This is an optimization exercise on Yosys and OpenROAD, whose aim is small area, not a production implementation.
The RTL was checked by simulation tests, not by an equivalence proof against the original design.
Power and IR drop assume default switching activity. The clock port is modelled as an ideal driver; clocking choices that lean on that would not hold on a real chip.

[design/flow/standard.sh]
#!/bin/bash
# synth_recipe.tcl (not shown) runs the flow's synth.tcl, then flattens the netlist and writes it again
# the make line also repeats each setting of config.mk as NAME=value (left out here)
make -C /OpenROAD-flow-scripts/flow DESIGN_CONFIG=/design/flow/config.mk WORK_HOME=/design/flow/orfs CLKGATE_MAP_FILE= SYNTH_SCRIPT=/design/flow/synth_recipe.tcl "${@:-finish}"
[design/flow/design.v]
package fft_sequencer_pkg;
    localparam int unsigned LOG2N   = 5;
    localparam int unsigned N       = 1 << LOG2N;
    localparam int unsigned PAIRS   = N / 2;
    localparam int unsigned W       = 16;
    localparam int unsigned STAGE_W = 3;
    typedef enum logic [1:0] {
        IDLE  = 2'd0,
        LOAD  = 2'd1,
        RUN   = 2'd2,
        DRAIN = 2'd3
    } state_t;
endpackage
import fft_sequencer_pkg::*;
module fft_pair_index
#(
    parameter int unsigned LOG2N = fft_sequencer_pkg::LOG2N
) (
    input  logic [STAGE_W-1:0] stage,
    input  logic [LOG2N-2:0]   pair,
    output logic [LOG2N-1:0]   pair_i,
    output logic [LOG2N-1:0]   pair_j
);
    logic [LOG2N-1:0] bitv;
    logic [LOG2N-1:0] mask;
    logic [LOG2N-1:0] pw;
    always_comb begin
        for (int k = 0; k < LOG2N; k++) begin
            bitv[k] = (stage == STAGE_W'(k + 1));
            mask[k] = (stage > STAGE_W'(k + 1));
        end
        pw     = (stage == '0) ? '0 : LOG2N'(pair);
        pair_i = ((pw & ~mask) << 1) | (pw & mask);
        pair_j = pair_i | bitv;
    end
endmodule
import fft_sequencer_pkg::*;
module fft_sequencer
#(
    parameter int unsigned LOG2N = fft_sequencer_pkg::LOG2N,
    parameter int unsigned W     = fft_sequencer_pkg::W
) (
    input  logic               clk,
    input  logic               rst,
    input  logic               start,
    input  logic               in_valid,
    output logic               in_ready,
    input  logic [W-1:0]       in_re,
    input  logic [W-1:0]       in_im,
    output logic [STAGE_W-1:0] bf_stage,
    output logic [LOG2N-1:0]   bf_i,
    output logic [LOG2N-1:0]   bf_j,
    output logic [W-1:0]       bf_xir,
    output logic [W-1:0]       bf_xic,
    output logic [W-1:0]       bf_xjr,
    output logic [W-1:0]       bf_xjc,
    input  logic [W-1:0]       bf_yir,
    input  logic [W-1:0]       bf_yic,
    input  logic [W-1:0]       bf_yjr,
    input  logic [W-1:0]       bf_yjc,
    output logic               out_valid,
    input  logic               out_ready,
    output logic [W-1:0]       out_re,
    output logic [W-1:0]       out_im,
    output logic [LOG2N-1:0]   out_idx,
    output logic               busy,
    output logic               done
);
    localparam int unsigned NPTS   = 1 << LOG2N;
    localparam int unsigned NPAIRS = NPTS / 2;
    fft_sequencer_pkg::state_t state;
    fft_sequencer_pkg::state_t state_nxt;
    logic [LOG2N-1:0]     cnt, cnt_nxt;
    logic [STAGE_W-1:0]   stage, stage_nxt;
    logic                 done_nxt;
    logic [LOG2N-1:0]     pi, pj;
    logic                 run, load, drain, step, last;
    logic [2*W-1:0] qa [NPAIRS];
    logic [2*W-1:0] qc [NPAIRS];
    fft_pair_index #(.LOG2N(LOG2N)) u_pair_index (
        .stage  (stage),
        .pair   (cnt[LOG2N-2:0]),
        .pair_i (pi),
        .pair_j (pj)
    );
    assign run   = (state == RUN);
    assign load  = (state == LOAD);
    assign drain = (state == DRAIN);
    assign step  = run | (load & in_valid) | (drain & out_ready);
    assign last  = (cnt == LOG2N'(NPTS - 1));
    always_ff @(posedge clk) begin
        if (rst) begin
            state <= IDLE;
            cnt   <= '0;
            stage <= '0;
            done  <= 1'b0;
        end else begin
            state <= state_nxt;
            cnt   <= cnt_nxt;
            stage <= stage_nxt;
            done  <= done_nxt;
        end
    end
    always_comb begin
        state_nxt = state;
        stage_nxt = stage;
        cnt_nxt   = cnt;
        if (step) begin
            cnt_nxt[LOG2N-2:0] = cnt[LOG2N-2:0] + (LOG2N-1)'(1);
            cnt_nxt[LOG2N-1]   = cnt[LOG2N-1] ^ (!run && (&cnt[LOG2N-2:0]));
        end
        done_nxt  = drain && out_ready && last;
        unique case (state)
            IDLE:  if (start) state_nxt = LOAD;
            LOAD:  if (in_valid && last) begin
                       state_nxt = RUN;
                       stage_nxt = STAGE_W'(1);
                   end
            RUN:   if (&cnt[LOG2N-2:0]) begin
                       if (stage == STAGE_W'(LOG2N)) begin
                           state_nxt = DRAIN;
                           stage_nxt = '0;
                       end else begin
                           stage_nxt = stage + STAGE_W'(1);
                       end
                   end
            DRAIN: if (out_ready && last) state_nxt = IDLE;
            default: state_nxt = IDLE;
        endcase
    end
    logic blk;                   
    logic [2*W-1:0] dtap;        
    logic [2*W-1:0] a_in, c_in, yi;
    logic en_a, en_c0, en_c;
    assign yi = {bf_yir, bf_yic};
    always_comb begin
        case (stage)
            3'd1:    blk = cnt[0];
            3'd2:    blk = cnt[1];
            3'd3:    blk = cnt[2];
            3'd4:    blk = cnt[3];
            default: blk = 1'b0;
        endcase
        case (stage)
            3'd2:    dtap = qc[1];
            3'd3:    dtap = qc[3];
            3'd4:    dtap = qc[7];
            default: dtap = qc[0];
        endcase
        a_in  = (run && !blk) ? yi : dtap;
        c_in  = load ? {in_re, in_im} : {bf_yjr, bf_yjc};
        en_a  = run | (load & in_valid &  cnt[0]) | (drain & out_ready & ~cnt[LOG2N-1]);
        en_c0 = run | (load & in_valid);
        en_c  = run | (load & in_valid & ~cnt[0]) | (drain & out_ready &  cnt[LOG2N-1]);
    end
    always_ff @(posedge clk) begin
        if (en_a) begin
            qa[0] <= a_in;
            for (int k = 1; k < NPAIRS; k++) qa[k] <= qa[k-1];
        end
        if (en_c0) qc[0] <= c_in;
        if (en_c) begin
            for (int k = 1; k < NPAIRS; k++) begin
                if (run && blk && ((k == 1 && stage == 3'd1) || (k == 2 && stage == 3'd2) ||
                                   (k == 4 && stage == 3'd3) || (k == 8 && stage == 3'd4)))
                    qc[k] <= yi;
                else
                    qc[k] <= qc[k-1];
            end
        end
    end
    always_comb begin
        in_ready  = load;
        out_valid = drain;
        busy      = (state != IDLE);
        bf_stage  = stage;
        bf_i      = pi;
        bf_j      = pj;
        {bf_xir, bf_xic} = qa[NPAIRS-1];
        {bf_xjr, bf_xjc} = qc[NPAIRS-1];
        {out_re, out_im} = cnt[LOG2N-1] ? qc[NPAIRS-1] : qa[NPAIRS-1];
        out_idx   = cnt;
    end
endmodule
[design/flow/constraint.sdc]
create_clock -name core_clock -period 10.0 [get_ports {clk}]
set_input_delay 2.0000 -clock core_clock [delete_from_list [all_inputs] [get_ports {clk}]]
set_output_delay 2.0000 -clock core_clock [all_outputs]
set_load 0.01 [all_outputs]
[design/flow/flow/run.sh]
#!/bin/bash
# Standard layout with these changes: the port buffers use the smallest buffer cell, and
# clock tree synthesis adds no dummy loads and uses larger sink clusters. ORFS writes
# each tool's log under orfs/logs; make's output goes to standard.log here.
set -euo pipefail
cat >> config.mk <<'EOC'
export BUFFER_PORTS_ARGS = -buffer_cell sky130_fd_sc_hd__buf_1
export CTS_ARGS = -sink_clustering_enable -repair_clock_nets -dont_use_dummy_load -buf_list {sky130_fd_sc_hd__clkbuf_16} -sink_clustering_size 30 -sink_clustering_max_diameter 100
EOC
bash standard.sh > standard.log 2>&1
[design/flow/config.mk]
export PLATFORM = sky130hd
export DESIGN_NAME = fft_sequencer
export DESIGN_NICKNAME = fft_sequencer
export VERILOG_FILES = /design/flow/design.v
export SDC_FILE = /design/flow/constraint.sdc
export NUM_CORES = 4
export LEC_CHECK = 0
export CAP_MARGIN = 20
export CORE_MARGIN = 2
export CORE_UTILIZATION = 25
export PLACE_DENSITY = 0.5
export SLEW_MARGIN = 20
export BUFFER_PORTS_ARGS = -buffer_cell sky130_fd_sc_hd__buf_1
export CTS_ARGS = -sink_clustering_enable -repair_clock_nets -dont_use_dummy_load -buf_list {sky130_fd_sc_hd__clkbuf_16} -sink_clustering_size 30 -sink_clustering_max_diameter 100
==> summary.txt, run 1 <==
Setup crit end kind output port; Post-route DRC 0; final core area utilization 28.3%; gr usage total 8.69%; Skew-Pair Late Insertion Delay 0.64 ns; Worst Slack Setup Final 5.54 ns; Initial Util 25.1%; Yosys warnings 4; Vias/cell 3.93; cell chosen for the clock root clkbuf_16; Chip Width 378 um; post-synth top area share 87.8%; Max Buffers Root-to-Sink 3; WL final 63.9 mm; area of the multi-input gates 3900 sq um; Slew @ Worst Pin 1.05 ns; top-count cell post-synth edfxtp_1; PD cells 283 nW/um^2; EDFF count, synth 1024; final instance area 39400 sq um; hold buffer count at CTS 0; Setup Fix Bufs, Post-CTS 0; first-pass GRT wire length 92.7 mm; Post-synth top cells 1024 x edfxtp_1, 187 x mux2_1, 37 x mux2_2; pre-CTS WS 5.35 ns; worst setup path category register to output port; Boundary Pins 219; asr flop ratio synth 0%; total gr overflow 0; Data required, critical path 8.00 ns; H-tree levels 2; post-route setup TNS 0 ns; Seq/Total Area, Yosys 88.5%; Detail Placement HPWL 37.7 mm; Tcrit/Tclk final 44.6%; DR pass1 iterations 6; Hold Violations, Final 0; area grow syn2layout 12.6%; largest area contributor in the netlist edfxtp_1; maxcap violations 0; Fmax achieved 224 MHz; Site Rows 137; vias in the first global route 14000; die height 378 um; Clock transition at path regs 0.10 ns; Synth area leaders edfxtp_1 88%, mux2_1 6.0%, mux2_2 1.2%; Post-DRT Antenna Nets 0; Core Box Area 139000 sq um; antenna violations before repair 17; CTS buffer count 44; syn_area_per_cell 23.9 sq um; hold_ws 0.351 ns; # setup viols final 0; NumNets Final 1822; Die ar. 143000 sq um; min cycle time layout 4.46 ns; Worst setup SP type register; CTS tree done; VDD IR max 0.234 mV; via count 14100; Synthesized Nets 1575; CTS Sinks 1035; Overall Power 11.2 mW; RSZ-0062 raised after global routing no; Hold Crit Class register to register; port buffer count 218; Mapped Cells 1467; Detailed Route Iter0 Violations 1253; storage element area 31000 sq um; status finished clean; dpl cells 3544; largest net degree at the start of global routing 175; Top FF cell, synth edfxtp_1; clk_skew 0.0786 ns; Post-DP Area 38300 sq um; cell area after synthesis 35000 sq um; drt wl/cell 17.8 um; filler instances 13700; WP data arrival 2.46 ns; Slew Viols, Final 0; CTS-repair resized insts 0; Finished Layout Cells 3590; Yosys reg bits 1035; gpl congestion 0.690; share of layout cells above drive strength 1 7.36%; Slew headroom 29.8%; count of cell types in the netlist 50; CP Max Fanout 36; Lkg Pwr 11.8 nW
[cell families (layout without fill, tap and decap cells)]
family / Yosys count / in the layout / synth area share [%]
and+or+nand+nor: 47 / 47 / 0.786
buffers and inverters: 51 / 296 / 0.640
adders and majority gates: 7 / 7 / 0.250
DFF: 1035 / 1035 / 88.5
AOI/OAI and AO/OA: 97 / 97 / 2.49
other: 0 / 2 / 0
muxes: 225 / 225 / 7.23
xor gates and xnor gates: 5 / 5 / 0.125
[cells in the final DEF (no fill, tap or decap), drive strengths merged, types with 2 or more instances in the layout]
master and instances:
ha 7, xor2 2, nor3b 2, a22o 34, edfxtp 1024, or2 4, diode 2, nand2 8
buf 244, o211ai 4, xnor2 3, nand3b 2, a21o 4, nor2b 3, nand4 2, clkbuf 44
nor2 9, mux2 224, inv 8, a221o 33, nor3 5, nand2b 4, o21ai 4, dfxtp 11
a21oi 4, o22ai 3, nand3 4, a221oi 3
[final cells by class]
type	instances	share of cell area, %
antenna	2	0.0127
inverter	8	0.0762
tap	1876	5.95
sequential	1035	78.6
multi-input combinational	381	9.90
clock buffer	44	2.79
timing repair buffer	244	2.71
[metal layers]
layer / wire length [um] / vias up / track usage (%) / part of all wire, %
li1: - / 6395 / - / -
met1: 30100 / 7287 / 12.2 / 47
met2: 29200 / 291 / 13.4 / 46
met3: 3160 / 99 / 2.17 / 4.9
met4: 1290 / 22 / 2.29 / 2.0
met5: 141 / - / 0 / 0.22
[worst max-delay path: stages (launching register included)]
cell	delay [ns]
dfxtp_1	0.65
nor3b_4	0.26
buf_4	0.59
o21a_1	0.24
buf_1	0.15
[path summary, 6_finish.rpt]
path                            startpoint         end  slack (ns)  cells past startpoint
worst max-delay path              stage[2]     bf_i[4]        5.54                      4
worst min-delay path            qc[13][10]  qc[14][10]        0.35                      0
worst min register to register  qc[13][10]  qc[14][10]        0.35                      0
worst max register to register    state[0]  qa[11][14]        6.49                      7
[flip-flops by register name, indices dropped and copies added, names as in the netlist]
register  flops
done          1
qa          512
cnt           5
qc          512
state         2
stage         3
[where the power goes]
group,total (mW),internal [mW],switching [mW]
logic,1.64,0.399,1.24
clock network,2.02,0.793,1.23
registers,7.49,7.03,0.465
==> inputs of run 2 (changes only) <==
--- a/design/flow/flow/run.sh
+++ b/design/flow/flow/run.sh
@@ -6,5 +6,5 @@
 cat >> config.mk <<'EOC'
 export BUFFER_PORTS_ARGS = -buffer_cell sky130_fd_sc_hd__buf_1
-export CTS_ARGS = -sink_clustering_enable -repair_clock_nets -dont_use_dummy_load -buf_list {sky130_fd_sc_hd__clkbuf_16} -sink_clustering_size 30 -sink_clustering_max_diameter 100
+export CTS_ARGS = -sink_clustering_enable -repair_clock_nets -dont_use_dummy_load -buf_list {sky130_fd_sc_hd__clkbuf_16} -sink_clustering_size 25 -sink_clustering_max_diameter 80
 EOC
 bash standard.sh > standard.log 2>&1
--- a/design/flow/config.mk
+++ b/design/flow/config.mk
@@ -12,3 +12,3 @@
 export SLEW_MARGIN = 20
 export BUFFER_PORTS_ARGS = -buffer_cell sky130_fd_sc_hd__buf_1
-export CTS_ARGS = -sink_clustering_enable -repair_clock_nets -dont_use_dummy_load -buf_list {sky130_fd_sc_hd__clkbuf_16} -sink_clustering_size 30 -sink_clustering_max_diameter 100
+export CTS_ARGS = -sink_clustering_enable -repair_clock_nets -dont_use_dummy_load -buf_list {sky130_fd_sc_hd__clkbuf_16} -sink_clustering_size 25 -sink_clustering_max_diameter 80
==> run 2 against run 1 <==
Still clean on timing, DRC and antenna. Flip-flop and latch count stayed put. Fmax down 0.67%. Die area did not move. Design area rose by 0.77%. Clock skew is 0.0093 ns lower. Largest power group unchanged.
==> summary.txt, run 2 <==
antenna violations before repair 17 (unchanged); Synth area leaders edfxtp_1 88%, mux2_1 6.0%, mux2_2 1.2% (unchanged); combinational share of power 14.4% (was 14.7%); Hold Violations, Final 0 (unchanged); internal power consumption 8.43 mW (was 8.22 mW); Site Rows 137 (unchanged); Setup crit end kind output port (unchanged); RSZ-0062 raised after global routing no (unchanged); dpl cells 3544 (unchanged); sequential share of power 65.8% (was 67.2%); final instance area 39700 sq um (was 39400 sq um); Initial Util 25.1% (unchanged); min cycle time layout 4.49 ns (was 4.46 ns); CTS tree done (unchanged); # setup viols final 0 (unchanged); gpl congestion 0.690 (unchanged); worst setup path category register to output port (unchanged); Lkg Pwr 12.0 nW (was 11.8 nW); CTS buffer count 56 (was 44); Seq/Total Area, Yosys 88.5% (unchanged); post-route setup TNS 0 ns (unchanged); Boundary Pins 219 (unchanged); Worst Slack Setup Final 5.51 ns (was 5.54 ns); WL final 64.3 mm (was 63.9 mm); clock group share of total power 19.9% (was 18.1%); Chip Width 378 um (unchanged); Fmax achieved 223 MHz (was 224 MHz); PD cells 287 nW/um^2 (was 283 nW/um^2); via count 14100 (about the same); Setup Fix Bufs, Post-CTS 0 (unchanged); status finished clean (unchanged); area grow syn2layout 13.5% (was 12.6%); maxcap violations 0 (unchanged); Worst setup SP type register (unchanged); asr flop ratio synth 0% (unchanged); pre-CTS WS 5.35 ns (unchanged); largest area contributor in the netlist edfxtp_1 (unchanged); Core Box Area 139000 sq um (unchanged); hold buffer count at CTS 0 (unchanged); syn_area_per_cell 23.9 sq um (unchanged); total gr overflow 0 (unchanged); Detailed Route Iter0 Violations 1182 (was 1253); EDFF count, synth 1024 (unchanged); Clock transition at path regs 0.09 ns (was 0.10 ns); P_sw 2.98 mW (was 2.93 mW); die height 378 um (unchanged); port buffer count 218 (unchanged); CP Max Fanout 36 (unchanged); Yosys reg bits 1035 (unchanged); CP Buf/Inv Count 2 (unchanged); DR pass1 iterations 5 (was 6); Slew @ Worst Pin 1.07 ns (was 1.05 ns); crit-path cells nor3b_4 -> buf_4 -> o21a_1 -> buf_1 (unchanged); vias in the first global route 14100 (was 14000); Data required, critical path 8.00 ns (about the same); NumNets Final 1834 (was 1822); GR Util met3 2.18% (was 2.17%); met1 Track Usage GR 12.1% (was 12.2%); Post-DRT Antenna Nets 0 (unchanged); VDD IR max 0.282 mV (was 0.234 mV); gr usage total 8.75% (was 8.69%); count of cell types in the netlist 50 (unchanged); cell area after synthesis 35000 sq um (unchanged); Finished Layout Cells 3603 (was 3590); CTS-repair resized insts 0 (unchanged); Switching Share 26.1% (was 26.3%); Detail Placement HPWL 37.7 mm (unchanged); Top Registers qa: 512 flops, qc: 512 flops, cnt: 5 flops (unchanged); Hold Crit Class register to register (unchanged); Synthesized Nets 1575 (unchanged); largest net degree at the start of global routing 175 (unchanged); Skew-Pair Late Insertion Delay 0.67 ns (was 0.64 ns); Max Buffers Root-to-Sink 3 (unchanged); H-tree levels 2 (unchanged); WP data arrival 2.49 ns (was 2.46 ns); Slew headroom 28.8% (was 29.8%); CTS Sinks 1035 (unchanged); CP delay by family, top buffers and inverters (unchanged); hold_ws 0.366 ns (was 0.351 ns); Post-route DRC 0 (unchanged); post-synth top area share 87.8% (unchanged); Slew Viols, Final 0 (unchanged); clk_skew 0.0693 ns (was 0.0786 ns); Tcrit/Tclk final 44.9% (was 44.6%); cell chosen for the clock root clkbuf_16 (unchanged); top-count cell post-synth edfxtp_1 (unchanged); most common cell after layout, fill and taps aside edfxtp_1 (unchanged); first-pass GRT wire length 93.2 mm (was 92.7 mm); Die ar. 143000 sq um (unchanged); Mapped Cells 1467 (unchanged); Vias/cell 3.92 (was 3.93); CP max-delay cell dfxtp_1 (unchanged); drt wl/cell 17.9 um (was 17.8 um); Top FF cell, synth edfxtp_1 (unchanged); Yosys warnings 4 (unchanged); share of layout cells above drive strength 1 8.00% (was 7.36%); GR met2 Demand/Resource 13.4% (unchanged); filler instances 13700 (about the same); most frequent cells in the layout 1024 x edfxtp_1, 218 x buf_1, 187 x mux2_1, 56 x clkbuf_16, 37 x mux2_2 (was 1024 x edfxtp_1, 218 x buf_1, 187 x mux2_1, 44 x clkbuf_16, 37 x mux2_2); Post-DP Area 38300 sq um (unchanged); GR peak layer met2 (unchanged); CP max stage delay 0.65 ns (about the same); Post-synth top cells 1024 x edfxtp_1, 187 x mux2_1, 37 x mux2_2 (unchanged)
==> run 2: cell count changes in the layout (fill, tap and decap cells not counted) <==
cell,before,now
clkbuf_16,44,56
diode_2,2,3
==> run 2: cell families (layout without fill, tap and decap cells) <==
family,Yosys count,in the layout,share of synthesized area (%)
AOI/OAI and AO/OA,97,97,2.49
DFF,1035,1035,88.5
adders and majority gates,7,7,0.250
and+or+nand+nor,47,47,0.786
buffers and inverters,51,308,0.640
xor gates and xnor gates,5,5,0.125
muxes,225,225,7.23
other,0,3,0
==> run 2: worst register-to-register path, cell delays in order, from the launching register on <==
cell	delay (ns)
dfxtp_1	0.34
inv_1	0.13
ha_1	0.16
buf_4	0.27
inv_1	0.32
o211ai_1	0.28
buf_12	0.44
buf_4	1.07
==> run 2: routing by layer <==
| layer | up-vias | share of wire (%) |
|---|---|---|
| met5 | - | 0.22 |
| met4 | 22 | 2.2 |
| met3 | 111 | 5.2 |
| met2 | 297 | 45 |
| met1 | 7278 | 47 |
| li1 | 6419 | - |
==> run 2: worst paths after layout <==
kind                  from    endpoint  slack (ns)  cells past startpoint
setup / recovery  stage[2]     bf_i[4]        5.51                      4
hold / removal    qc[8][8]    qc[9][8]        0.37                      0
setup reg to reg  state[0]  qa[15][19]        6.53                      7
hold reg to reg   qc[8][8]    qc[9][8]        0.37                      0
==> run 2: layout make-up <==
type / count / area (sq um) / share of cell area, %
multi-input combinational: 381 / 3900 / 9.82
inverter: 8 / 30.0 / 0.0756
sequential: 1035 / 31000 / 78.0
clock buffer: 56 / 1400 / 3.53
tap: 1876 / 2350 / 5.91
antenna: 3 / 7.51 / 0.0189
timing repair buffer: 244 / 1070 / 2.69
==> run 2: metrics by stage <==
step / utilization, % / total power [mW]
after detailed placement: 27.5 / 9.33
after CTS: 28.5 / 11.6
after global placement: 27.5 / 9.21
final: 28.5 / 11.4
after global routing: 28.5 / 12.0
after floorplan: - / 8.75
==> run 2: power groups by stage <==
stage	combinational, mW	sequential (mW)	clock [mW]
3_3_place_gp	1.65	7.55	0
4_1_cts	1.72	7.53	2.39
6_report	1.64	7.50	2.26
2_1_floorplan	0.900	7.85	0
3_5_place_dp	1.71	7.62	0
5_1_grt	1.84	7.65	2.53
==> inputs of run 3 (changes only) <==
--- a/design/flow/design.v
+++ b/design/flow/design.v
@@ -34,4 +34,50 @@
         pair_j = pair_i | bitv;
     end
+endmodule
+module fft_word_sel
+#(
+    parameter int unsigned WD = 32
+) (
+    input  logic [WD-1:0] hold,
+    input  logic [WD-1:0] sa,
+    input  logic [WD-1:0] sb,
+    input  logic [WD-1:0] q,
+    input  logic [WD-1:0] a,
+    input  logic [WD-1:0] b,
+    output logic [WD-1:0] y
+);
+    assign y = (hold & q) | (sa & a) | (sb & b);
+endmodule
+module fft_word_sel5
+#(
+    parameter int unsigned WD = 32
+) (
+    input  logic [WD-1:0] hold,
+    input  logic [WD-1:0] sa,
+    input  logic [WD-1:0] sb,
+    input  logic [WD-1:0] sc,
+    input  logic [WD-1:0] sd,
+    input  logic [WD-1:0] se,
+    input  logic [WD-1:0] q,
+    input  logic [WD-1:0] a,
+    input  logic [WD-1:0] b,
+    input  logic [WD-1:0] c,
+    input  logic [WD-1:0] d,
+    input  logic [WD-1:0] e,
+    output logic [WD-1:0] y
+);
+    assign y = (hold & q) | (sa & a) | (sb & b) | (sc & c) | (sd & d) | (se & e);
+endmodule
+module fft_word_sel2
+#(
+    parameter int unsigned WD = 32
+) (
+    input  logic [WD-1:0] hold,
+    input  logic [WD-1:0] sa,
+    input  logic [WD-1:0] q,
+    input  logic [WD-1:0] a,
+    output logic [WD-1:0] y
+);
+    assign y = (hold & q) | (sa & a);
 endmodule
 import fft_sequencer_pkg::*;
@@ -130,8 +176,12 @@
     end
     logic blk;                   
-    logic [2*W-1:0] dtap;        
-    logic [2*W-1:0] a_in, c_in, yi;
-    logic en_a, en_c0, en_c;
-    assign yi = {bf_yir, bf_yic};
+    logic [2*W-1:0] yi, yj, xin;
+    logic en_a, en_c;
+    logic a_hold, a_yi, a_t0, a_t1, a_t3, a_t7;
+    logic c0_hold, c0_in, c0_yj;
+    logic [3:0] e_yi;            
+    assign yi  = {bf_yir, bf_yic};
+    assign yj  = {bf_yjr, bf_yjc};
+    assign xin = {in_re, in_im};
     always_comb begin
         case (stage)
@@ -142,30 +192,55 @@
             default: blk = 1'b0;
         endcase
-        case (stage)
-            3'd2:    dtap = qc[1];
-            3'd3:    dtap = qc[3];
-            3'd4:    dtap = qc[7];
-            default: dtap = qc[0];
-        endcase
-        a_in  = (run && !blk) ? yi : dtap;
-        c_in  = load ? {in_re, in_im} : {bf_yjr, bf_yjc};
         en_a  = run | (load & in_valid &  cnt[0]) | (drain & out_ready & ~cnt[LOG2N-1]);
-        en_c0 = run | (load & in_valid);
         en_c  = run | (load & in_valid & ~cnt[0]) | (drain & out_ready &  cnt[LOG2N-1]);
-    end
+        a_yi   = run & !blk;
+        a_t1   = blk & (stage == 3'd2);
+        a_t3   = blk & (stage == 3'd3);
+        a_t7   = blk & (stage == 3'd4);
+        a_t0   = en_a & !a_yi & !a_t1 & !a_t3 & !a_t7;
+        a_hold = !en_a;
+        c0_in   = load & in_valid;
+        c0_yj   = run;
+        c0_hold = !(c0_in | c0_yj);
+        e_yi[0] = blk & (stage == 3'd1);
+        e_yi[1] = blk & (stage == 3'd2);
+        e_yi[2] = blk & (stage == 3'd3);
+        e_yi[3] = blk & (stage == 3'd4);
+    end
+    logic [2*W-1:0] qa_d [NPAIRS];
+    logic [2*W-1:0] qc_d [NPAIRS];
+    fft_word_sel #(.WD(2*W)) u_sel_c0 (
+        .hold({2*W{c0_hold}}), .sa({2*W{c0_in}}), .sb({2*W{c0_yj}}), .q(qc[0]), .a(xin), .b(yj), .y(qc_d[0])
+    );
+    for (genvar k = 1; k < NPAIRS; k++) begin : g_word
+        fft_word_sel2 #(.WD(2*W)) u_sel_a (
+            .hold({2*W{!en_a}}), .sa({2*W{en_a}}), .q(qa[k]), .a(qa[k-1]), .y(qa_d[k])
+        );
+        if (k == 1 || k == 2 || k == 4 || k == 8) begin : g_entry
+            localparam int unsigned E = (k == 1) ? 0 : (k == 2) ? 1 : (k == 4) ? 2 : 3;
+            fft_word_sel #(.WD(2*W)) u_sel_c (
+                .hold({2*W{!en_c}}), .sa({2*W{en_c & !e_yi[E]}}), .sb({2*W{e_yi[E]}}),
+                .q(qc[k]), .a(qc[k-1]), .b(yi), .y(qc_d[k])
+            );
+        end else begin : g_chain
+            fft_word_sel2 #(.WD(2*W)) u_sel_c (
+                .hold({2*W{!en_c}}), .sa({2*W{en_c}}), .q(qc[k]), .a(qc[k-1]), .y(qc_d[k])
+            );
+        end
+    end
+    fft_word_sel5 #(.WD(2*W)) u_sel_a0 (
+        .hold({2*W{a_hold}}), .sa({2*W{a_yi}}), .sb({2*W{a_t0}}), .sc({2*W{a_t1}}),
+        .sd({2*W{a_t3}}), .se({2*W{a_t7}}),
+        .q(qa[0]), .a(yi), .b(qc[0]), .c(qc[1]), .d(qc[3]), .e(qc[7]), .y(qa_d[0])
+    );
+    logic [2*W-1:0] out_w;
+    fft_word_sel2 #(.WD(2*W)) u_sel_out (
+        .hold({2*W{!cnt[LOG2N-1]}}), .sa({2*W{cnt[LOG2N-1]}}),
+        .q(qa[NPAIRS-1]), .a(qc[NPAIRS-1]), .y(out_w)
+    );
     always_ff @(posedge clk) begin
-        if (en_a) begin
-            qa[0] <= a_in;
-            for (int k = 1; k < NPAIRS; k++) qa[k] <= qa[k-1];
-        end
-        if (en_c0) qc[0] <= c_in;
-        if (en_c) begin
-            for (int k = 1; k < NPAIRS; k++) begin
-                if (run && blk && ((k == 1 && stage == 3'd1) || (k == 2 && stage == 3'd2) ||
-                                   (k == 4 && stage == 3'd3) || (k == 8 && stage == 3'd4)))
-                    qc[k] <= yi;
-                else
-                    qc[k] <= qc[k-1];
-            end
+        for (int k = 0; k < NPAIRS; k++) begin
+            qa[k] <= qa_d[k];
+            qc[k] <= qc_d[k];
         end
     end
@@ -179,5 +254,5 @@
         {bf_xir, bf_xic} = qa[NPAIRS-1];
         {bf_xjr, bf_xjc} = qc[NPAIRS-1];
-        {out_re, out_im} = cnt[LOG2N-1] ? qc[NPAIRS-1] : qa[NPAIRS-1];
+        {out_re, out_im} = out_w;
         out_idx   = cnt;
     end
==> design/flow/flow/run.sh (replaced) <==
#!/bin/bash
# Standard layout with these changes: the port buffers use the smallest buffer cell,
# clock tree synthesis adds no dummy loads and uses larger sink clusters
# ORFS writes each tool's log under orfs/logs; make's output goes to standard.log here.
set -euo pipefail
FLOW_DIR=$(pwd)/flow
cat >> config.mk <<EOC
export BUFFER_PORTS_ARGS = -buffer_cell sky130_fd_sc_hd__buf_1
export CTS_ARGS = -sink_clustering_enable -repair_clock_nets -dont_use_dummy_load -buf_list {sky130_fd_sc_hd__clkbuf_16} -sink_clustering_size 30 -sink_clustering_max_diameter 100

EOC
bash standard.sh > standard.log 2>&1
==> design/flow/config.mk (replaced) <==
export PLATFORM = sky130hd
export DESIGN_NAME = fft_sequencer
export DESIGN_NICKNAME = fft_sequencer
export VERILOG_FILES = /design/flow/design.v
export SDC_FILE = /design/flow/constraint.sdc
export NUM_CORES = 4
export LEC_CHECK = 0
export CAP_MARGIN = 20
export CORE_MARGIN = 2
export CORE_UTILIZATION = 70
export PLACE_DENSITY = 0.85
export SLEW_MARGIN = 20
export SYNTH_HIERARCHICAL = 1
export SYNTH_MINIMUM_KEEP_SIZE = 0
export BUFFER_PORTS_ARGS = -buffer_cell sky130_fd_sc_hd__buf_1
export CTS_ARGS = -sink_clustering_enable -repair_clock_nets -dont_use_dummy_load -buf_list {sky130_fd_sc_hd__clkbuf_16} -sink_clustering_size 30 -sink_clustering_max_diameter 100

==> run 3 against run 2 <==
Still clean on timing, DRC and antenna. Fmax down 4.8%. Global-route usage up 19 points. Synthesized area down 7.9%. Combinational power up 110%. Die area down 67%. Design area down 11%. Clock power down 17%. Core utilization up 49 points. Critical path type unchanged. Critical endpoint is now out_im[9].
==> summary.txt, run 3 <==
Die ar. 47800 sq um (was 143000 sq um); reg2reg start cnt[4] (was state[0]); hold buffer count at CTS 0 (unchanged); WL final 70.5 mm (was 64.3 mm); drt wl/cell 21.0 um (was 17.9 um); PD cells 320 nW/um^2 (was 287 nW/um^2); Hold Crit Class register to register (unchanged); cell chosen for the clock root clkbuf_16 (unchanged); total gr overflow 0 (unchanged); worst setup path category register to output port (unchanged); Boundary Pins 219 (unchanged); Post-synth top cells 1035 x dfxtp_1, 864 x a22o_1, 175 x inv_1 (was 1024 x edfxtp_1, 187 x mux2_1, 37 x mux2_2); FF-to-FF End qc[2][13] (was qa[15][19]); Finished Layout Cells 3355 (was 3603); maxcap violations 0 (unchanged); worst r2r path cells 8 (was 7); Site Rows 78 (was 137); Top Registers qa: 512 flops, qc: 512 flops, cnt: 5 flops (unchanged); Yosys warnings 14 (was 4); Post-DP Area 34200 sq um (was 38300 sq um); Chip Width 219 um (was 378 um); Fmax achieved 212 MHz (was 223 MHz); flop-to-flop setup slack 5.35 ns (was 6.53 ns); syn_area_per_cell 13.0 sq um (was 23.9 sq um); Worst Slack Setup Final 5.28 ns (was 5.51 ns); area grow syn2layout 9.27% (was 13.5%); Top FF cell, synth dfxtp_1 (was edfxtp_1); share of layout cells above drive strength 1 3.31% (was 8.00%); port buffer count 218 (unchanged); VDD IR max 0.314 mV (was 0.282 mV); EDFF count, synth 0 (was 1024); vias in the first global route 20800 (was 14100); top-count cell post-synth dfxtp_1 (was edfxtp_1); clk_skew 0.0475 ns (was 0.0693 ns); cell area after synthesis 32200 sq um (was 35000 sq um); storage element area 20700 sq um (was 31000 sq um); final core area utilization 77.7% (was 28.5%); post-route setup TNS 0 ns (unchanged); post-synth top area share 64.3% (was 87.8%); Slew Viols, Final 0 (unchanged); die height 219 um (was 378 um); Data required, critical path 8.00 ns (about the same); first-pass GRT wire length 110 mm (was 93.2 mm); Worst setup SP type register (unchanged); NumNets Final 2863 (was 1834); Yosys reg bits 1035 (unchanged); most common cell after layout, fill and taps aside dfxtp_1 (was edfxtp_1); status finished clean (unchanged); Setup Fix Bufs, Post-CTS 0 (unchanged); asr flop ratio synth 0% (unchanged); Skew-Pair Late Insertion Delay 0.60 ns (was 0.67 ns); final instance area 35200 sq um (was 39700 sq um); Max Buffers Root-to-Sink 3 (unchanged); Initial Util 71.1% (was 25.1%); Mapped Cells 2476 (was 1467); Vias/cell 6.82 (was 3.92); Post-DRT Antenna Nets 0 (unchanged); Hold Violations, Final 0 (unchanged); Core Box Area 45400 sq um (was 139000 sq um); min cycle time layout 4.72 ns (was 4.49 ns); Setup crit end kind output port (unchanged); H-tree levels 2 (unchanged); CTS Sinks 1035 (unchanged); via count 22900 (was 14100); dpl cells 3312 (was 3544); Tcrit/Tclk final 47.2% (was 44.9%); gpl congestion 0.778 (was 0.690); Post-route DRC 0 (unchanged); largest area contributor in the netlist dfxtp_1 (was edfxtp_1); pre-CTS WS 4.54 ns (was 5.35 ns); RSZ-0062 raised after global routing no (unchanged); Overall Power 11.3 mW (was 11.4 mW); Slew @ Worst Pin 1.07 ns (about the same); WP data arrival 2.72 ns (was 2.49 ns); area of the multi-input gates 10900 sq um (was 3900 sq um); antenna violations before repair 4 (was 17); most frequent cells in the layout 1034 x dfxtp_1, 864 x a22o_1, 218 x buf_1, 171 x inv_1, 160 x a222oi_1 (was 1024 x edfxtp_1, 218 x buf_1, 187 x mux2_1, 56 x clkbuf_16, 37 x mux2_2); count of cell types in the netlist 53 (was 50); gr usage total 28.2% (was 8.75%); critical path capture point out_im[9] (was bf_i[4]); largest net degree at the start of global routing 257 (was 175); CTS buffer count 40 (was 56); hold_ws 0.437 ns (was 0.366 ns); Clock transition at path regs 0.11 ns (was 0.09 ns); Lkg Pwr 14.3 nW (was 12.0 nW); filler instances 2902 (was 13700); Slew headroom 28.3% (was 28.8%); CTS tree done (unchanged); CP Max Fanout 37 (was 36); DR pass1 iterations 9 (was 5); Seq/Total Area, Yosys 64.3% (was 88.5%); Synth area leaders dfxtp_1 64%, a22o_1 23%, a222oi_1 5.0% (was edfxtp_1 88%, mux2_1 6.0%, mux2_2 1.2%); CTS-repair resized insts 0 (unchanged); Detail Placement HPWL 39.5 mm (was 37.7 mm); # setup viols final 0 (unchanged); Detailed Route Iter0 Violations 2994 (was 1182); Synthesized Nets 2584 (was 1575); crit path from cnt[4] (was stage[2])
-- run 3: worst max-delay path, cell delays in order, from the launching register on --
cell     delay [ns]
dfxtp_2        0.33
buf_4          0.57
inv_2          0.61
a22o_1         0.43
buf_1          0.14
-- run 3: worst min path at each step --
| stage | endpoint | from | cells after the start |
|---|---|---|---|
| floorplan | qc[3][0] | qc[2][0] | 1 |
| global placement | qc[3][27] | qc[2][27] | 1 |
| detailed placement | qa[15][31] | qa[14][31] | 1 |
| CTS | qa[6][11] | qa[5][11] | 1 |
| global route | qa[6][11] | qa[5][11] | 1 |
| finish | qa[6][11] | qa[5][11] | 1 |
-- run 3: cell type report --
cell class                 count  area share, %
inverter                     175           1.91
timing repair buffer         244           3.30
tap                          600           2.13
multi-input combinational   1259           31.0
sequential                  1035           58.8
antenna                        2         0.0142
clock buffer                  40           2.84
-- run 3: logic make-up (layout without fill, tap and decap cells) --
kind of cell,after synthesis,after routing,share of synthesized area [%]
xor gates and xnor gates,6,6,0.163
DFF,1035,1035,64.3
and+or+nand+nor,87,87,1.42
muxes,3,3,0.0970
AOI/OAI and AO/OA,1156,1156,31.5
other,0,2,0
buffers and inverters,182,459,2.26
adders and majority gates,7,7,0.272
-- run 3: report_power, final --
group,internal (mW),switching [mW],leakage (nW),total (mW)
Sequential,5.28,0.726,8.44,6.01
Clock,0.726,1.16,0.493,1.88
Combinational,1.35,2.04,5.41,3.38
-- run 3: per-layer routing --
layer	global-route usage, %	share of wire (%)	vias to the layer above
met5	0	0.030	-
met4	9.82	2.6	4
met3	3.60	6.6	117
met2	44.2	46	788
met1	40.5	45	11400
li1	-	-	10600
==> inputs of run 4 (changes only) <==
==> design/flow/flow/run.sh (replaced) <==
#!/bin/bash
# Standard layout with these changes: the port buffers use the smallest buffer cell, and
# clock tree synthesis adds no dummy loads and uses larger sink clusters. ORFS writes
# each tool's log under orfs/logs; make's output goes to standard.log here.
set -euo pipefail
cat >> config.mk <<'EOC'
export BUFFER_PORTS_ARGS = -buffer_cell sky130_fd_sc_hd__buf_1
export CTS_ARGS = -sink_clustering_enable -repair_clock_nets -dont_use_dummy_load -buf_list {sky130_fd_sc_hd__clkbuf_16} -sink_clustering_size 30 -sink_clustering_max_diameter 100
EOC
bash standard.sh > standard.log 2>&1
--- a/design/flow/config.mk
+++ b/design/flow/config.mk
@@ -8,6 +8,6 @@
 export CAP_MARGIN = 20
 export CORE_MARGIN = 2
-export CORE_UTILIZATION = 70
-export PLACE_DENSITY = 0.85
+export CORE_UTILIZATION = 25
+export PLACE_DENSITY = 0.5
 export SLEW_MARGIN = 20
 export SYNTH_HIERARCHICAL = 1
@@ -15,3 +15,2 @@
 export BUFFER_PORTS_ARGS = -buffer_cell sky130_fd_sc_hd__buf_1
 export CTS_ARGS = -sink_clustering_enable -repair_clock_nets -dont_use_dummy_load -buf_list {sky130_fd_sc_hd__clkbuf_16} -sink_clustering_size 30 -sink_clustering_max_diameter 100
-
==> run 4 against run 3 <==
Still clean on timing, DRC and antenna. Via count down 3.9%. Synthesized area unchanged. Core utilization down 49 points. Routed wire length up 12%. Global-route usage down 17 points. Synthesized cell count unchanged. Flip-flop and latch count unchanged. Die area rose to 2.8 times the previous value. Fmax down 2.3%. Clock skew up 0.018 ns. Critical endpoint is now qa[12][9]. Largest cell class unchanged. Largest power group unchanged.
==> summary.txt, run 4 <==
H-tree levels 2 (unchanged); Max Buffers Root-to-Sink 3 (unchanged); EDFF count, synth 0 (unchanged); Post-DRT Antenna Nets 0 (unchanged); FF-to-FF End qa[12][9] (was qc[2][13]); NumNets Final 2869 (was 2863); Detail Placement HPWL 44.6 mm (was 39.5 mm); CP max stage delay 0.88 ns (was 0.61 ns); Detailed Route Iter0 Violations 2489 (was 2994); post-route setup TNS 0 ns (unchanged); hold buffer count at CTS 0 (unchanged); Boundary Pins 219 (unchanged); Post-route DRC 0 (unchanged); Top Registers qa: 512 flops, qc: 512 flops, cnt: 5 flops (unchanged); largest net degree at the start of global routing 224 (was 257); Clock transition at path regs 0.11 ns (about the same); port buffer count 218 (unchanged); Initial Util 25.2% (was 71.1%); Chip Width 363 um (was 219 um); PD cells 311 nW/um^2 (was 320 nW/um^2); most frequent cells in the layout 1034 x dfxtp_1, 864 x a22o_1, 218 x buf_1, 171 x inv_1, 160 x a222oi_1 (unchanged); area grow syn2layout 13.5% (was 9.27%); CP delay by family, top buffers and inverters (unchanged); Setup Fix Bufs, Post-CTS 0 (unchanged); dpl cells 4376 (was 3312); die height 363 um (was 219 um); pre-CTS WS 4.51 ns (was 4.54 ns); Worst Hold Depth 1 (unchanged); flop-to-flop setup slack 5.54 ns (was 5.35 ns); Site Rows 131 (was 78); Hold Violations, Final 0 (unchanged); Synthesized Nets 2584 (unchanged); CTS-repair resized insts 0 (unchanged); worst setup path category input port to register (was register to output port); final core area utilization 28.6% (was 77.7%); Yosys warnings 14 (unchanged); Setup crit end kind register (was output port); Worst setup SP type input port (was register); Die ar. 132000 sq um (was 47800 sq um); Synth area leaders dfxtp_1 64%, a22o_1 23%, a222oi_1 5.0% (unchanged); most frequent CP cell buf_4; CTS buffer count 45 (was 40); RSZ-0062 raised after global routing no (unchanged); cell area after synthesis 32200 sq um (unchanged); Slew headroom 22.0% (was 28.3%); Finished Layout Cells 4422 (was 3355); gr usage total 11.5% (was 28.2%); VDD IR max 0.272 mV (was 0.314 mV); worst r2r path cells 8 (unchanged); Lkg Pwr 14.4 nW (was 14.3 nW); clk_skew 0.0654 ns (was 0.0475 ns); syn_area_per_cell 13.0 sq um (unchanged); reg2reg start state[0] (was cnt[4]); WP data arrival 5.39 ns (was 2.72 ns); Slew @ Worst Pin 1.17 ns (was 1.07 ns); crit path from out_ready (was cnt[4]); maxcap violations 0 (unchanged); Mapped Cells 2476 (unchanged); first-pass GRT wire length 121 mm (was 110 mm); # setup viols final 0 (unchanged); Worst Slack Setup Final 5.17 ns (was 5.28 ns); Hold Crit Class register to register (unchanged); Tcrit/Tclk final 48.3% (was 47.2%); top-count cell post-synth dfxtp_1 (unchanged); gpl congestion 0.682 (was 0.778); min cycle time layout 4.83 ns (was 4.72 ns); most common cell after layout, fill and taps aside dfxtp_1 (unchanged); CTS tree done (unchanged); count of cell types in the netlist 53 (unchanged); Vias/cell 4.97 (was 6.82); total gr overflow 0 (unchanged); Top FF cell, synth dfxtp_1 (unchanged); status finished clean (unchanged); largest area contributor in the netlist dfxtp_1 (unchanged); via count 22000 (was 22900); CP Max Fanout 100 (was 37); Yosys reg bits 1035 (unchanged); antenna violations before repair 11 (was 4); vias in the first global route 19700 (was 20800); hold path endpoint qc[5][15] (was qa[6][11]); CP Buf/Inv Count 4 (was 3); min-delay src qc[4][15] (was qa[5][11]); Core Box Area 128000 sq um (was 45400 sq um); Seq/Total Area, Yosys 64.3% (unchanged); Slew Viols, Final 0 (unchanged); CTS Sinks 1035 (unchanged); hold_ws 0.403 ns (was 0.437 ns); drt wl/cell 17.9 um (was 21.0 um); Post-synth top cells 1035 x dfxtp_1, 864 x a22o_1, 175 x inv_1 (unchanged); crit-path cells buf_1 -> nand2_8 -> o21ai_4 -> buf_4 -> buf_4 -> buf_4 -> a22o_1 (was buf_4 -> inv_2 -> a22o_1 -> buf_1); share of layout cells above drive strength 1 3.52% (was 3.31%); Data required, critical path 10.57 ns (was 8.00 ns); asr flop ratio synth 0% (unchanged); DR pass1 iterations 6 (was 9); Skew-Pair Late Insertion Delay 0.64 ns (was 0.60 ns); cell chosen for the clock root clkbuf_16 (unchanged); CP max-delay cell buf_4 (was inv_2); post-synth top area share 64.3% (unchanged); WL final 79.2 mm (was 70.5 mm); Fmax achieved 207 MHz (was 212 MHz)
==> run 4: area by class of cell <==
type	instances	area (sq um)
multi-input cells	1259	10900
fillers	13200	91200
inverters	175	673
well taps	1662	2080
flip-flops and latches	1035	20700
repair buffers	245	1060
diodes	1	2.50
clock buffers	45	1130
==> run 4: how the worst max path moves through the flow <==
stage,to,slack (ns),cells past startpoint
floorplan,qa[0][10],-12.43,5
global placement,qa[15][9],4.52,7
detailed placement,qa[14][14],4.51,7
CTS,qa[14][14],5.20,7
global route,qa[14][14],4.89,7
finish,qa[12][9],5.17,7
==> run 4: routing by layer <==
layer	GRT usage [%]	vias to the layer above	routed length [um]	part of all wire [%]
li1	-	10600	-	-
met3	2.23	83	3710	4.7
met5	0	-	82	0.10
met4	2.40	12	1330	1.7
met1	17.2	10800	40800	52
met2	16.9	411	33300	42
==> run 4: logic make-up (layout without fill, tap and decap cells) <==
kind of cell | after synthesis | after routing | synth area share [%]
AOI/OAI and AO/OA | 1156 | 1156 | 31.5
buffers and inverters | 182 | 465 | 2.26
other | 0 | 1 | 0
adders and majority gates | 7 | 7 | 0.272
and+or+nand+nor | 87 | 87 | 1.42
xor gates and xnor gates | 6 | 6 | 0.163
DFF | 1035 | 1035 | 64.3
muxes | 3 | 3 | 0.0970
==> run 4: stage by stage <==
stage	cell area, sq um	power (mW)
finish	36600	11.4
global route	36600	12.2
CTS	36600	11.6
detailed placement	35500	9.46
global placement	35500	9.39
floorplan	32300	8.30
==> run 4: power breakdown <==
| group | internal [mW] | switching [mW] | leakage [nW] |
|---|---|---|---|
| sequential | 5.28 | 0.705 | 8.44 |
| clock | 0.811 | 1.27 | 0.555 |
| combinational | 1.30 | 2.04 | 5.37 |
| total | 7.39 | 4.01 | 14.4 |
==> inputs of run 5 (changes only) <==
--- a/design/flow/design.v
+++ b/design/flow/design.v
@@ -47,5 +47,5 @@
     output logic [WD-1:0] y
 );
-    assign y = (hold & q) | (sa & a) | (sb & b);
+    assign y = ~((hold & q) | (sa & a) | (sb & b));
 endmodule
 module fft_word_sel5
@@ -67,5 +67,5 @@
     output logic [WD-1:0] y
 );
-    assign y = (hold & q) | (sa & a) | (sb & b) | (sc & c) | (sd & d) | (se & e);
+    assign y = ~((hold & q) | (sa & a) | (sb & b) | (sc & c) | (sd & d) | (se & e));
 endmodule
 module fft_word_sel2
@@ -79,5 +79,5 @@
     output logic [WD-1:0] y
 );
-    assign y = (hold & q) | (sa & a);
+    assign y = ~((q | sa) & (a | hold));
 endmodule
 import fft_sequencer_pkg::*;
@@ -181,7 +181,9 @@
     logic c0_hold, c0_in, c0_yj;
     logic [3:0] e_yi;            
-    assign yi  = {bf_yir, bf_yic};
-    assign yj  = {bf_yjr, bf_yjc};
-    assign xin = {in_re, in_im};
+    logic phase;
+    always_ff @(posedge clk) phase <= !phase;
+    assign yi  = {bf_yir, bf_yic} ^ {2*W{phase}};
+    assign yj  = {bf_yjr, bf_yjc} ^ {2*W{phase}};
+    assign xin = {in_re, in_im} ^ {2*W{phase}};
     always_comb begin
         case (stage)
@@ -234,9 +236,8 @@
         .q(qa[0]), .a(yi), .b(qc[0]), .c(qc[1]), .d(qc[3]), .e(qc[7]), .y(qa_d[0])
     );
-    logic [2*W-1:0] out_w;
-    fft_word_sel2 #(.WD(2*W)) u_sel_out (
-        .hold({2*W{!cnt[LOG2N-1]}}), .sa({2*W{cnt[LOG2N-1]}}),
-        .q(qa[NPAIRS-1]), .a(qc[NPAIRS-1]), .y(out_w)
-    );
+    logic [2*W-1:0] xi, xj, out_w;
+    assign xi    = qa[NPAIRS-1] ^ {2*W{phase}};
+    assign xj    = qc[NPAIRS-1] ^ {2*W{phase}};
+    assign out_w = cnt[LOG2N-1] ? xj : xi;
     always_ff @(posedge clk) begin
         for (int k = 0; k < NPAIRS; k++) begin
@@ -252,6 +253,6 @@
         bf_i      = pi;
         bf_j      = pj;
-        {bf_xir, bf_xic} = qa[NPAIRS-1];
-        {bf_xjr, bf_xjc} = qc[NPAIRS-1];
+        {bf_xir, bf_xic} = xi;
+        {bf_xjr, bf_xjc} = xj;
         {out_re, out_im} = out_w;
         out_idx   = cnt;
==> run 5 against run 4 <==
Register-to-register slack improved by 0.24 ns. Fmax fell by 0.98%. Non-clock buffer count rose by 1. Flip-flop and latch count rose by 1. Sequential power rose by 32%. Combinational power rose by 47%. Critical path depth did not move. Total power rose by 30%. Final cell count fell by 0.57%. Die area fell by 3.2%. Routed wire length fell by 0.65%.
==> summary.txt, run 5 <==
WP data arrival 5.36 ns (was 5.39 ns); Boundary Pins 219 (unchanged); NumNets Final 2867 (was 2869); share of layout cells above drive strength 1 4.68% (was 3.52%); Setup Fix Bufs, Post-CTS 0 (unchanged); Clock transition at path regs 0.11 ns (about the same); count of cell types in the netlist 53 (unchanged); RSZ-0062 raised after global routing no (unchanged); # setup viols final 0 (unchanged); H-tree levels 2 (unchanged); min cycle time layout 4.88 ns (was 4.83 ns); Site Rows 129 (was 131); cell area after synthesis 31200 sq um (was 32200 sq um); CP Max Fanout 184 (was 100); Post-DRT Antenna Nets 0 (unchanged); Detailed Route Iter0 Violations 2198 (was 2489); Hold Crit Class register to register (unchanged); Yosys reg bits 1036 (was 1035); most frequent cells in the layout 1034 x dfxtp_1, 832 x o22ai_1, 218 x buf_1, 162 x xor2_1, 160 x a222oi_1 (was 1034 x dfxtp_1, 864 x a22o_1, 218 x buf_1, 171 x inv_1, 160 x a222oi_1); Worst Slack Setup Final 5.12 ns (was 5.17 ns); gr usage total 11.8% (was 11.5%); Worst Hold Depth 1 (unchanged); port buffer count 218 (unchanged); area grow syn2layout 13.5% (about the same); reg2reg start state[1] (was state[0]); Synthesized Nets 2606 (was 2584); Lkg Pwr 12.8 nW (was 14.4 nW); Detail Placement HPWL 45.4 mm (was 44.6 mm); combinational share of power 33.2% (was 29.2%); worst r2r path cells 8 (unchanged); WL final 78.7 mm (was 79.2 mm); vias in the first global route 20200 (was 19700); asr flop ratio synth 0% (unchanged); Synth area leaders dfxtp_1 66%, o22ai_1 17%, a222oi_1 5.1% (was dfxtp_1 64%, a22o_1 23%, a222oi_1 5.0%); min-delay src qa[5][1] (was qc[4][15]); Data required, critical path 10.48 ns (was 10.57 ns); status finished clean (unchanged); largest area contributor in the netlist dfxtp_1 (unchanged); Top Registers qa: 512 flops, qc: 512 flops, cnt: 5 flops (unchanged); antenna violations before repair 0 (was 11); clock group share of total power 13.5% (was 18.2%); VDD IR max 0.329 mV (was 0.272 mV); most common cell after layout, fill and taps aside dfxtp_1 (unchanged); Switching Share 34.7% (was 35.2%); die height 357 um (was 363 um); first-pass GRT wire length 120 mm (was 121 mm); Slew Viols, Final 0 (unchanged); top-count cell post-synth dfxtp_1 (unchanged); Slew @ Worst Pin 1.34 ns (was 1.17 ns); maxcap violations 0 (unchanged); Worst setup SP type input port (unchanged); Chip Width 357 um (was 363 um); Vias/cell 5.07 (was 4.97); Setup crit end kind register (unchanged); pre-CTS WS 4.56 ns (was 4.51 ns); Mapped Cells 2498 (was 2476); DR pass1 iterations 9 (was 6); Post-route DRC 0 (unchanged); EDFF count, synth 0 (unchanged); sequential share of power 53.3% (was 52.5%); via count 22300 (was 22000); FF-to-FF End qc[2][6] (was qa[12][9]); hold buffer count at CTS 0 (unchanged); largest net degree at the start of global routing 249 (was 224); P_sw 5.13 mW (was 4.01 mW); cell chosen for the clock root clkbuf_16 (unchanged); Fmax achieved 205 MHz (was 207 MHz); Initial Util 25.2% (about the same); gpl congestion 0.715 (was 0.682); CTS tree done (unchanged); clk_skew 0.0662 ns (was 0.0654 ns); Die ar. 128000 sq um (was 132000 sq um); flop-to-flop setup slack 5.78 ns (was 5.54 ns); CTS buffer count 43 (was 45); Max Buffers Root-to-Sink 3 (unchanged); drt wl/cell 17.9 um (about the same); post-synth top area share 66.5% (was 64.3%); Top FF cell, synth dfxtp_1 (unchanged); Hold Violations, Final 0 (unchanged); Tcrit/Tclk final 48.8% (was 48.3%); worst setup path category input port to register (unchanged); syn_area_per_cell 12.5 sq um (was 13.0 sq um); total gr overflow 0 (unchanged); Slew headroom 10.4% (was 22.0%); PD cells 417 nW/um^2 (was 311 nW/um^2); Overall Power 14.8 mW (was 11.4 mW); internal power consumption 9.66 mW (was 7.39 mW); Seq/Total Area, Yosys 66.5% (was 64.3%); Core Box Area 124000 sq um (was 128000 sq um); Post-synth top cells 1036 x dfxtp_1, 832 x o22ai_1, 162 x xor2_1 (was 1035 x dfxtp_1, 864 x a22o_1, 175 x inv_1); Yosys warnings 14 (unchanged); CTS Sinks 1036 (was 1035); Skew-Pair Late Insertion Delay 0.64 ns (about the same); hold path endpoint qa[6][1] (was qc[5][15]); CTS-repair resized insts 0 (unchanged)
[run 5: cell types whose count changed after synthesis, moves of 31 or more]
cell / previous run / this run
inv_1: 175 / 13
and3_1: 2 / 33
xor2_1: 2 / 162
o22ai_1: 0 / 832
nand3_1: 34 / 2
a22o_1: 864 / 0
mux2_2: 0 / 32
[run 5: stage by stage]
stage	cell area [sq um]	std cells	hold slack [ns]	util (%)	TNS, ns
after floorplan	31200	2498	0.411	-	-8435.66
after global placement	34300	4350	0.415	27.7	0
after CTS	35400	4393	0.374	28.6	0
after global routing	35400	4394	0.388	28.6	0
final	35400	4397	0.370	28.6	0
after detailed placement	34300	4350	0.422	27.7	0
[run 5: how the worst max path moves through the flow]
| stage | start | end | slack [ns] | cells after the start |
|---|---|---|---|---|
| global placement | in_valid | qc[4][5] | 4.55 | 7 |
| finish | in_valid | qc[2][6] | 5.12 | 7 |
| CTS | phase | out_im[6] | 5.16 | 4 |
| detailed placement | in_valid | qc[4][3] | 4.56 | 7 |
| floorplan | in_valid | qc[10][0] | -16.58 | 5 |
| global route | in_valid | qc[8][6] | 4.93 | 7 |
[run 5: cell type report]
| class | instances | area [sq um] |
|---|---|---|
| diodes | 3 | 7.51 |
| well taps | 1637 | 2050 |
| repair buffers | 246 | 1110 |
| inverters | 13 | 63.8 |
| multi-input cells | 1419 | 10400 |
| flip-flops and latches | 1036 | 20700 |
| clock buffers | 43 | 1080 |
| fillers | 12900 | 88400 |
[run 5: power groups by stage]
stage          clock (mW)  combinational (mW)  sequential [mW]
2_1_floorplan           0                4.04             7.60
3_3_place_gp            0                4.78             7.95
5_1_grt              2.24                5.46             8.16
3_5_place_dp            0                4.92             7.97
4_1_cts              2.11                4.93             7.87
6_report             2.00                4.91             7.88
[run 5: worst max-delay path, cell delays in order]
cell and delay, ns:
buf_1 0.20, and2_4 0.40, nor2b_4 0.22, a311oi_4 0.52
buf_12 0.53, buf_4 0.91, a222oi_1 0.26
[run 5: metal layers]
metal / track usage (%) / vias up / part of all wire, %
met1: 17.7 / 10900 / 51
met5: 0 / - / 0
met3: 1.91 / 67 / 5.1
li1: - / 10900 / -
met2: 17.3 / 472 / 42
met4: 3.06 / 0 / 1.8
[run 5: kinds of logic (layout without fill, tap and decap cells)]
group                    count (synthesis)  after routing  share of synthesized area, %
adder cells (fa/ha/maj)                  7              7                         0.281
AO/OA/AOI/OAI                         1126           1126                          25.0
buffers and inverters                   43            302                         0.770
flip-flops                            1036           1036                          66.5
AND/OR/NAND/NOR                         86             86                          1.58
XOR/XNOR                               165            165                          4.63
multiplexers                            35             35                          1.25
other                                    0              3                             0
==> inputs of run 6 (changes only) <==
--- a/design/flow/flow/run.sh
+++ b/design/flow/flow/run.sh
@@ -6,5 +6,5 @@
 cat >> config.mk <<'EOC'
 export BUFFER_PORTS_ARGS = -buffer_cell sky130_fd_sc_hd__buf_1
-export CTS_ARGS = -sink_clustering_enable -repair_clock_nets -dont_use_dummy_load -buf_list {sky130_fd_sc_hd__clkbuf_16} -sink_clustering_size 30 -sink_clustering_max_diameter 100
+export CTS_ARGS = -sink_clustering_enable -repair_clock_nets -dont_use_dummy_load -buf_list {sky130_fd_sc_hd__clkbuf_16} -sink_clustering_size 32 -sink_clustering_max_diameter 100
 EOC
 bash standard.sh > standard.log 2>&1
==> design/flow/config.mk (replaced) <==
export PLATFORM = sky130hd
export DESIGN_NAME = fft_sequencer
export DESIGN_NICKNAME = fft_sequencer
export VERILOG_FILES = /design/flow/design.v
export SDC_FILE = /design/flow/constraint.sdc
export NUM_CORES = 4
export LEC_CHECK = 0
export CAP_MARGIN = 20
export CORE_MARGIN = 2
export CORE_UTILIZATION = 50
export PLACE_DENSITY = 0.65
export SLEW_MARGIN = 20
export SYNTH_HIERARCHICAL = 1
export SYNTH_MINIMUM_KEEP_SIZE = 0
export BUFFER_PORTS_ARGS = -buffer_cell sky130_fd_sc_hd__buf_1
export CTS_ARGS = -sink_clustering_enable -repair_clock_nets -dont_use_dummy_load -buf_list {sky130_fd_sc_hd__clkbuf_16} -sink_clustering_size 32 -sink_clustering_max_diameter 100
==> run 6 against run 5 <==
Die area decreased by 50%. First-iteration DRC count grew 4.6%. Worst hold slack better by 0.051 ns. Combinational power is essentially flat. Register-to-register slack about the same. Synthesized area stayed put. Sequential share of layout area up 1.9 points. Final cell count decreased by 18%. Clock skew is 0.018 ns lower. Clock power fell by 8%. Total power shrank 1.3%. Clock-buffer cell count is 5 lower. Critical endpoint is now qc[11][26].
==> summary.txt, run 6 <==
Site Rows 91 (was 129); Synth area leaders dfxtp_1 66%, o22ai_1 17%, a222oi_1 5.1% (unchanged); Overall Power 14.6 mW (was 14.8 mW); Lkg Pwr 12.7 nW (was 12.8 nW); ant diodes 0 (was 3); total gr overflow 0 (unchanged); clk_skew 0.0483 ns (was 0.0662 ns); Hold Violations, Final 0 (unchanged); CTS-repair resized insts 0 (unchanged); most common cell after layout, fill and taps aside dfxtp_1 (unchanged); Clock transition at path regs 0.11 ns (about the same); Chip Width 254 um (was 357 um); share of layout cells above drive strength 1 4.33% (was 4.68%); gr usage total 20.4% (was 11.8%); cell area after synthesis 31200 sq um (unchanged); CP max-delay cell buf_4 (unchanged); NumNets Final 2857 (was 2867); min cycle time layout 4.95 ns (was 4.88 ns); CP Max Fanout 235 (was 184); Post-DRT Antenna Nets 0 (unchanged); Yosys warnings 14 (unchanged); port buffer count 218 (unchanged); area grow syn2layout 9.83% (was 13.5%); Slew Viols, Final 0 (unchanged); RSZ-0062 raised after global routing no (unchanged); EDFF count, synth 0 (unchanged); Yosys reg bits 1036 (unchanged); top-count cell post-synth dfxtp_1 (unchanged); multiplexer share of the synthesized area 1.25% (unchanged); count of cell types in the netlist 53 (unchanged); hold_ws 0.421 ns (was 0.370 ns); Setup crit end kind register (unchanged); xor/xnor share of the synthesized area 4.63% (unchanged); combinational family with the most area after synthesis compound AO/OA/AOI/OAI gates (unchanged); Worst setup SP type input port (unchanged); area share of and/or/nand/nor cells after synthesis 1.58% (unchanged); via count 22300 (about the same); Max Buffers Root-to-Sink 3 (unchanged); drt wl/cell 19.1 um (was 17.9 um); filler instances 5339 (was 12900); post-synthesis compound-gate area fraction 25.0% (unchanged); Fmax achieved 202 MHz (was 205 MHz); WP data arrival 5.37 ns (was 5.36 ns); Post-route DRC 0 (unchanged); asr flop ratio synth 0% (unchanged); CTS buffer count 38 (was 43); H-tree levels 2 (unchanged); gpl congestion 0.754 (was 0.715); Top Registers qa: 512 flops, qc: 512 flops, cnt: 5 flops (unchanged); Hold Crit Class register to register (unchanged); Synthesized Nets 2606 (unchanged); PD cells 426 nW/um^2 (was 417 nW/um^2); syn_area_per_cell 12.5 sq um (unchanged); Core Box Area 61700 sq um (was 124000 sq um); Mapped Cells 2498 (unchanged); # setup viols final 0 (unchanged); crit-path cells buf_1 -> and2_4 -> nor2b_4 -> a311oi_4 -> buf_12 -> inv_8 -> buf_4 -> o22ai_1 (was buf_1 -> and2_4 -> nor2b_4 -> a311oi_4 -> buf_12 -> buf_4 -> a222oi_1); antenna violations before repair 1 (was 0); flop-to-flop setup slack 5.78 ns (about the same); VDD IR max 0.308 mV (was 0.329 mV); Die ar. 64400 sq um (was 128000 sq um); CTS Sinks 1036 (unchanged); Setup Fix Bufs, Post-CTS 0 (unchanged); Adder-Cell Fraction of Synth Area 0.281% (unchanged); Boundary Pins 219 (unchanged); most frequent cells in the layout 1034 x dfxtp_1, 832 x o22ai_1, 218 x buf_1, 162 x xor2_1, 160 x a222oi_1 (unchanged); maxcap violations 0 (unchanged); CTS tree done (unchanged); Detail Placement HPWL 39.4 mm (was 45.4 mm); first-pass GRT wire length 108 mm (was 120 mm); largest area contributor in the netlist dfxtp_1 (unchanged); worst setup path category input port to register (unchanged); Slew @ Worst Pin 1.15 ns (was 1.34 ns); Slew headroom 23.2% (was 10.4%); Detailed Route Iter0 Violations 2299 (was 2198); Initial Util 50.6% (was 25.2%); WL final 68.5 mm (was 78.7 mm); Skew-Pair Late Insertion Delay 0.61 ns (was 0.64 ns); DR pass1 iterations 12 (was 9); cell chosen for the clock root clkbuf_16 (unchanged); Vias/cell 6.22 (was 5.07); Tcrit/Tclk final 49.5% (was 48.8%); post-synth top area share 66.5% (unchanged); CP max stage delay 0.93 ns (was 0.91 ns); Post-synth top cells 1036 x dfxtp_1, 832 x o22ai_1, 162 x xor2_1 (unchanged); status finished clean (unchanged); largest net degree at the start of global routing 252 (was 249); vias in the first global route 20800 (was 20200); Data required, critical path 10.42 ns (was 10.48 ns); die height 254 um (was 357 um); Top FF cell, synth dfxtp_1 (unchanged); hold buffer count at CTS 0 (unchanged); Seq/Total Area, Yosys 66.5% (unchanged)
==> run 6: power by group <==
group	switching, mW	internal [mW]	total, mW
Clock	1.15	0.692	1.84
Sequential	1.33	6.54	7.87
Combinational	2.53	2.35	4.88
==> run 6: worst paths after layout <==
kind / start / depth (start not counted) / to
worst max register to register: state[1] / 9 / qc[11][26]
worst min register to register: qc[8][29] / 1 / qc[9][29]
worst min-delay path: qc[8][29] / 1 / qc[9][29]
worst max-delay path: in_valid / 8 / qc[11][26]
==> run 6: cells by family (layout without fill, tap and decap cells) <==
family,Yosys count,count (layout)
compound gates,1126,1126
flops,1036,1036
xor+xnor,165,165
simple gates,86,86
buf+inv,43,292
mux,35,35
fa+ha+maj,7,7
==> run 6: stage by stage <==
stage               cells  setup WS (ns)  TNS (ns)  area [sq um]  utilization, %
finish               3584           5.05         0         34300            55.5
detailed placement   3545           4.33         0         33300            53.9
CTS                  3583           4.97         0         34200            55.5
floorplan            2498         -16.58  -8435.66         31200               -
global route         3584           4.71         0         34300            55.5
global placement     3543           4.48         0         33200            53.8
==> run 6: area by class of cell <==
type	count	area (sq um)	share of cell area, %
inverters	13	63.8	0.186
multi-input cells	1419	10400	30.2
repair buffers	241	1110	3.25
clock buffers	38	951	2.77
flip-flops and latches	1036	20700	60.5
well taps	837	1050	3.06
==> run 6: worst max-delay path: cells and delay by family <==
kind	cells	cell delay, ns
buffers and inverters	4	2.14
AOI/OAI and AO/OA	2	0.24
and+or+nand+nor	2	0.86
==> run 6: routing by layer <==
metal  part of all wire [%]  vias up  wire (um)  global-route usage [%]
li1                       -    10800          -                       -
met1                     45    10900      31100                    28.2
met5                  0.015        -         10                       0
met2                     47      526      32200                    33.6
met4                    1.9        2       1330                    5.21
met3                    5.6       72       3800                    3.21

## static timing again, ports no longer ideal
The flow's constraints put no driver on any port. The routed layouts listed below were extracted and timed again, unchanged, in two steps.
Step 1 (the two cells are an assumption about what drives the block):
set clk [get_ports {clk}]
set_driving_cell -lib_cell sky130_fd_sc_hd__clkbuf_16 $clk
set_driving_cell -lib_cell sky130_fd_sc_hd__buf_2 [delete_from_list [all_inputs] $clk]
Step 2 times the ports against the registers' clock, not the clock port: input delays grow and output delays shrink by t, the midpoint of the rising clock arrivals with the driver on.
Three values: ideal ports, drivers, drivers and shift; two values: the first two.
| run | shift t [ns] | setup WS [ns] | worst slew at a driven data input, ns |
|---|---|---|---|
| run 1 | 0.670 | 5.537 / 5.471 / 5.340 | 0.14 |
| run 2 | 0.707 | 5.507 / 5.438 / 5.356 | 0.16 |
| run 3 | 0.638 | 5.282 / 5.222 / 4.712 | 0.10 |
| run 4 | 0.675 | 5.172 / 5.208 / 4.533 | 0.11 |
| run 5 | 0.688 | 5.124 / 5.157 / 4.469 | 0.08 |
| run 6 | 0.644 | 5.048 / 5.057 / 4.427 | 0.10 |
After both steps setup and hold are still met in every run listed. The setup slack of run 5, which loses most, moves by +0.033 ns with the drivers and by -0.655 ns with both steps.
